From an optimization exercise on the open Yosys and OpenROAD flow, aimed at small area, a short achievable clock period and few clock cycles; shortcuts taken in it are not production practice. Only simulation tests tie the RTL to the original design; equivalence was not proved. Power is estimated from default activity; no workload was simulated.

## rev 12
==> module WordSplitAdd, before the edit <==
module WordSplitAdd #(
    parameter int NB = 4,
    parameter logic [8*NB+7:0] BND = {8'd32, 8'd24, 8'd16, 8'd8, 8'd0}
) (
    input  logic [31:0]   x,
    input  logic [31:0]   y,
    input  logic [31:0]   z,
    input  logic          y0,     
    output logic [31:0]   s0,     
    output logic [NB-1:0] g,      
    output logic [NB-1:0] p,      
    output logic          c31     
);
    logic [31:0] s, c, w;
    assign s = x ^ y ^ z;
    assign c = (x & y) | (x & z) | (y & z);
    assign w = {c[30:0], y0};
    for (genvar b = 0; b < NB; b++) begin : g_blk
        localparam int LO = BND[8*b +: 8];
        localparam int BW = BND[8*(b+1) +: 8] - LO;
        assign {g[b], s0[LO +: BW]} = {1'b0, s[LO +: BW]} + {1'b0, w[LO +: BW]};
        assign p[b] = &(s[LO +: BW] ^ w[LO +: BW]);
    end
    assign c31 = c[31];
endmodule
==> module WordFinish, before the edit <==
module WordFinish #(
    parameter int NB = 4,
    parameter logic [8*NB+7:0] BND = {8'd32, 8'd24, 8'd16, 8'd8, 8'd0}
) (
    input  logic [31:0]   s0,
    input  logic [NB-1:0] g,
    input  logic [NB-1:0] p,
    input  logic          cin,
    output logic [31:0]   sum,
    output logic          cout
);
    logic [NB:0] cb;
    always_comb begin
        for (int b = 0; b <= NB; b++) begin
            logic t;
            t = cin;
            for (int k = 0; k < b; k++) t = t & p[k];
            cb[b] = t;
            for (int k = 0; k < b; k++) begin
                t = g[k];
                for (int j = k + 1; j < b; j++) t = t & p[j];
                cb[b] = cb[b] | t;
            end
        end
    end
    for (genvar b = 0; b < NB; b++) begin : g_blk
        localparam int LO = BND[8*b +: 8];
        localparam int BW = BND[8*(b+1) +: 8] - LO;
        for (genvar i = 0; i < BW; i++) begin : g_bit
            if (i == 0) begin : g_lsb
                assign sum[LO] = s0[LO] ^ cb[b];
            end else begin : g_up
                assign sum[LO + i] = s0[LO + i] ^ (cb[b] & (&s0[LO +: i]));
            end
        end
    end
    assign cout = cb[NB];
endmodule
==> module p256_mod_add, before the edit <==
module p256_mod_add #(
    parameter int RD_LAT = 3
) (
    input  logic        clk,
    input  logic        rst_n,
    input  logic        ena,
    input  logic [31:0] a_din,
    input  logic [31:0] b_din,
    output logic        rdy,
    output logic [2:0]  a_addr,
    output logic [2:0]  b_addr,
    output logic [2:0]  d_addr,
    output logic        d_wren,
    output logic [31:0] d_dout
);
    localparam int NB = 6;
    localparam logic [8*NB+7:0] BND = {8'd32, 8'd26, 8'd21, 8'd16, 8'd11, 8'd6, 8'd0};
    logic [3:0]  k_q, k_d;
    logic        r_q, f_q, cin_q;
    logic        bad;
    logic        first, word0;
    logic        m_q, m0_q;
    logic [31:0] s0_q, s0;
    logic [NB-1:0] g_q, p_q, g, p;
    logic        c31_q, c31;
    logic        co;
    logic [31:0] z;
    assign first = k_q == 4'd2;
    assign word0 = k_q == 4'd3;
    assign z = {{30{m_q}}, m_q | first, m0_q};
    WordSplitAdd #(.NB(NB), .BND(BND)) u_split (
        .x(a_din), .y(b_din), .z(z), .y0(c31_q & ~first & ~word0),
        .s0(s0), .g(g), .p(p), .c31(c31)
    );
    WordFinish #(.NB(NB), .BND(BND)) u_fin (
        .s0(s0_q), .g(g_q), .p(p_q), .cin(cin_q),
        .sum(d_dout), .cout(co)
    );
    assign a_addr = k_q[2:0];
    assign b_addr = k_q[2:0];
    assign d_addr = {~k_q[2], k_q[1:0]};
    assign d_wren = k_q >= 4'd4 && k_q <= 4'd11;
    assign rdy    = k_q == 4'd12;
    assign bad = k_q == 4'd11 && r_q && !(co || c31_q);
    always_comb begin
        k_d = k_q;
        if (bad) begin
            k_d = 4'd15;
        end else if (k_q != 4'd12) begin
            k_d = k_q + 4'd1;
        end
    end
    always_ff @(posedge clk or negedge rst_n) begin
        if (!rst_n) begin
            k_q     <= 4'd15;
            r_q     <= 1'b0;
            f_q     <= 1'b0;
            cin_q   <= 1'b0;
            m_q     <= 1'b0;
            m0_q    <= 1'b0;
        end else if (ena) begin
            k_q <= k_d;
            if (bad) f_q <= 1'b1;
            if (k_q == 4'd3) begin
                r_q   <= (co | c31_q) & ~f_q;
                cin_q <= (co | c31_q) & ~f_q;
            end else begin
                cin_q <= co & (k_q != 4'd2);
            end
            m_q     <= r_q && k_d >= 4'd6 && k_d <= 4'd9;
            m0_q    <= r_q && k_d >= 4'd6 && k_d <= 4'd8;
        end
    end
    always_ff @(posedge clk) begin
        if (ena) begin
            s0_q  <= s0;
            g_q   <= g;
            p_q   <= p;
            c31_q <= c31;
        end
    end
endmodule
clock: 6.0 ns
lec_check: 0
abc_area: 1
cap_margin: 20
core_margin: 2
core_utilization: 40
setup_slack_margin: 2.9
slew_margin: 20
standard.sh (not shown) runs the stock make flow with config.mk's settings and CLKGATE_MAP_FILE= SYNTH_SCRIPT=/design/flow/synth_recipe.tcl, a recipe that flattens the netlist after the stock synthesis.
==> flow/flow/run.sh <==
#!/bin/bash
# The standard layout, with the port buffers inserted as the smallest buffer
# (sky130_fd_sc_hd__buf_1) instead of the resizer's default pick; timing repair
# resizes them from there. Each step's full output stays in orfs/logs; make's own
# output goes to standard.log.
set -euo pipefail
export BUFFER_PORTS_ARGS="-buffer_cell sky130_fd_sc_hd__buf_1"
bash standard.sh > standard.log 2>&1
Testbench counts of rev 12, summed over its fixed seeds: cycles 4,480.
Changes in rev 13 relative to rev 12:
--- a/flow/design.v
+++ b/flow/design.v
@@ -5,8 +5,7 @@
         256'h00000000fffffffeffffffffffffffffffffffff000000000000000000000001;
 endpackage
 module WordSplitAdd #(
-    parameter int NB = 4,
-    parameter logic [8*NB+7:0] BND = {8'd32, 8'd24, 8'd16, 8'd8, 8'd0}
+    parameter int NB = 2
 ) (
     input  logic [31:0]   x,
     input  logic [31:0]   y,
@@ -17,21 +16,19 @@
     output logic [NB-1:0] p,      
     output logic          c31     
 );
+    localparam int BW = 32 / NB;
     logic [31:0] s, c, w;
     assign s = x ^ y ^ z;
     assign c = (x & y) | (x & z) | (y & z);
     assign w = {c[30:0], y0};
     for (genvar b = 0; b < NB; b++) begin : g_blk
-        localparam int LO = BND[8*b +: 8];
-        localparam int BW = BND[8*(b+1) +: 8] - LO;
-        assign {g[b], s0[LO +: BW]} = {1'b0, s[LO +: BW]} + {1'b0, w[LO +: BW]};
-        assign p[b] = &(s[LO +: BW] ^ w[LO +: BW]);
+        assign {g[b], s0[b*BW +: BW]} = {1'b0, s[b*BW +: BW]} + {1'b0, w[b*BW +: BW]};
+        assign p[b] = &(s[b*BW +: BW] ^ w[b*BW +: BW]);
     end
     assign c31 = c[31];
 endmodule
 module WordFinish #(
-    parameter int NB = 4,
-    parameter logic [8*NB+7:0] BND = {8'd32, 8'd24, 8'd16, 8'd8, 8'd0}
+    parameter int NB = 2
 ) (
     input  logic [31:0]   s0,
     input  logic [NB-1:0] g,
@@ -40,6 +37,7 @@
     output logic [31:0]   sum,
     output logic          cout
 );
+    localparam int BW = 32 / NB;
     logic [NB:0] cb;
     always_comb begin
         for (int b = 0; b <= NB; b++) begin
@@ -55,13 +53,11 @@
         end
     end
     for (genvar b = 0; b < NB; b++) begin : g_blk
-        localparam int LO = BND[8*b +: 8];
-        localparam int BW = BND[8*(b+1) +: 8] - LO;
         for (genvar i = 0; i < BW; i++) begin : g_bit
             if (i == 0) begin : g_lsb
-                assign sum[LO] = s0[LO] ^ cb[b];
+                assign sum[b*BW] = s0[b*BW] ^ cb[b];
             end else begin : g_up
-                assign sum[LO + i] = s0[LO + i] ^ (cb[b] & (&s0[LO +: i]));
+                assign sum[b*BW + i] = s0[b*BW + i] ^ (cb[b] & (&s0[b*BW +: i]));
             end
         end
     end
@@ -82,8 +78,7 @@
     output logic        d_wren,
     output logic [31:0] d_dout
 );
-    localparam int NB = 6;
-    localparam logic [8*NB+7:0] BND = {8'd32, 8'd26, 8'd21, 8'd16, 8'd11, 8'd6, 8'd0};
+    localparam int NB = 4;
     logic [3:0]  k_q, k_d;
     logic        r_q, f_q, cin_q;
     logic        bad;
@@ -97,11 +92,11 @@
     assign first = k_q == 4'd2;
     assign word0 = k_q == 4'd3;
     assign z = {{30{m_q}}, m_q | first, m0_q};
-    WordSplitAdd #(.NB(NB), .BND(BND)) u_split (
+    WordSplitAdd #(.NB(NB)) u_split (
         .x(a_din), .y(b_din), .z(z), .y0(c31_q & ~first & ~word0),
         .s0(s0), .g(g), .p(p), .c31(c31)
     );
-    WordFinish #(.NB(NB), .BND(BND)) u_fin (
+    WordFinish #(.NB(NB)) u_fin (
         .s0(s0_q), .g(g_q), .p(p_q), .cin(cin_q),
         .sum(d_dout), .cout(co)
     );
- Rev 13 and rev 12 ended up with nearly the same total placed instance area.
- Comparing rev 13 and rev 12, the higher vias after detailed routing was measured on rev 13.
- Comparing rev 13 and rev 12, the higher switching power share of the total was measured on rev 13.
- Between rev 13 and rev 12, the starting density of the core figures differ only marginally.
- Of the two values seen for timing startpoint of the critical path, g_q[0] was produced by rev 12 and cin_q by rev 13.
- Rev 13 reports a higher clock network power than rev 12 does.
- Taking rev 12 as the reference, in rev 13 wire length of the first global-routing pass down 4.0%; post-route cell area up about 1.6%; global-route met2 utilization down 0.85 points.
- Between rev 13 and rev 12, combinational share of power is lower for rev 12, rev 13 comes in above that.
- [compare] base=rev 12 new=rev 13: overall die height saw little to no change; worst slew slack as a fraction of its limit saw a decrease.
- The global-route usage number comes out higher for rev 12 vs rev 13.
Testbench counts of rev 13, summed over its fixed seeds: cycles 4,480.

separate check: timing with driven ports:
How much do the figures lean on ideal ports? The routed layouts below were timed once more, with nothing changed but the port constraints.
Step 1 (the two cells are an assumption about what drives the block):
set clk [get_ports {clk}]
set_driving_cell -lib_cell sky130_fd_sc_hd__clkbuf_16 $clk
set_driving_cell -lib_cell sky130_fd_sc_hd__buf_2 [delete_from_list [all_inputs] $clk]
Step 2 moves the port delays by t, midway between the first and last clock arrival at a register: inputs arrive t later, outputs are due t later. That takes back most of the time a late clock gives input paths.
Slacks: ideal / step 1 / step 2; pairs: ideal / step 1.
run | shift t [ns] | slack for setup (ns) | worst register clock-pin slew, ns | worst data-port slew with drivers (ns)
rev 12 | 0.336 | 2.989 / 2.959 / 2.778 | 0.09 / 0.09 | 0.05
rev 13 | 0.321 | 2.957 / 2.929 / 2.714 | 0.09 / 0.09 | 0.03
After both steps setup and hold are still met in every run listed. The setup slack of rev 13, which loses most, moves by -0.028 ns with the drivers and by -0.243 ns with both steps.
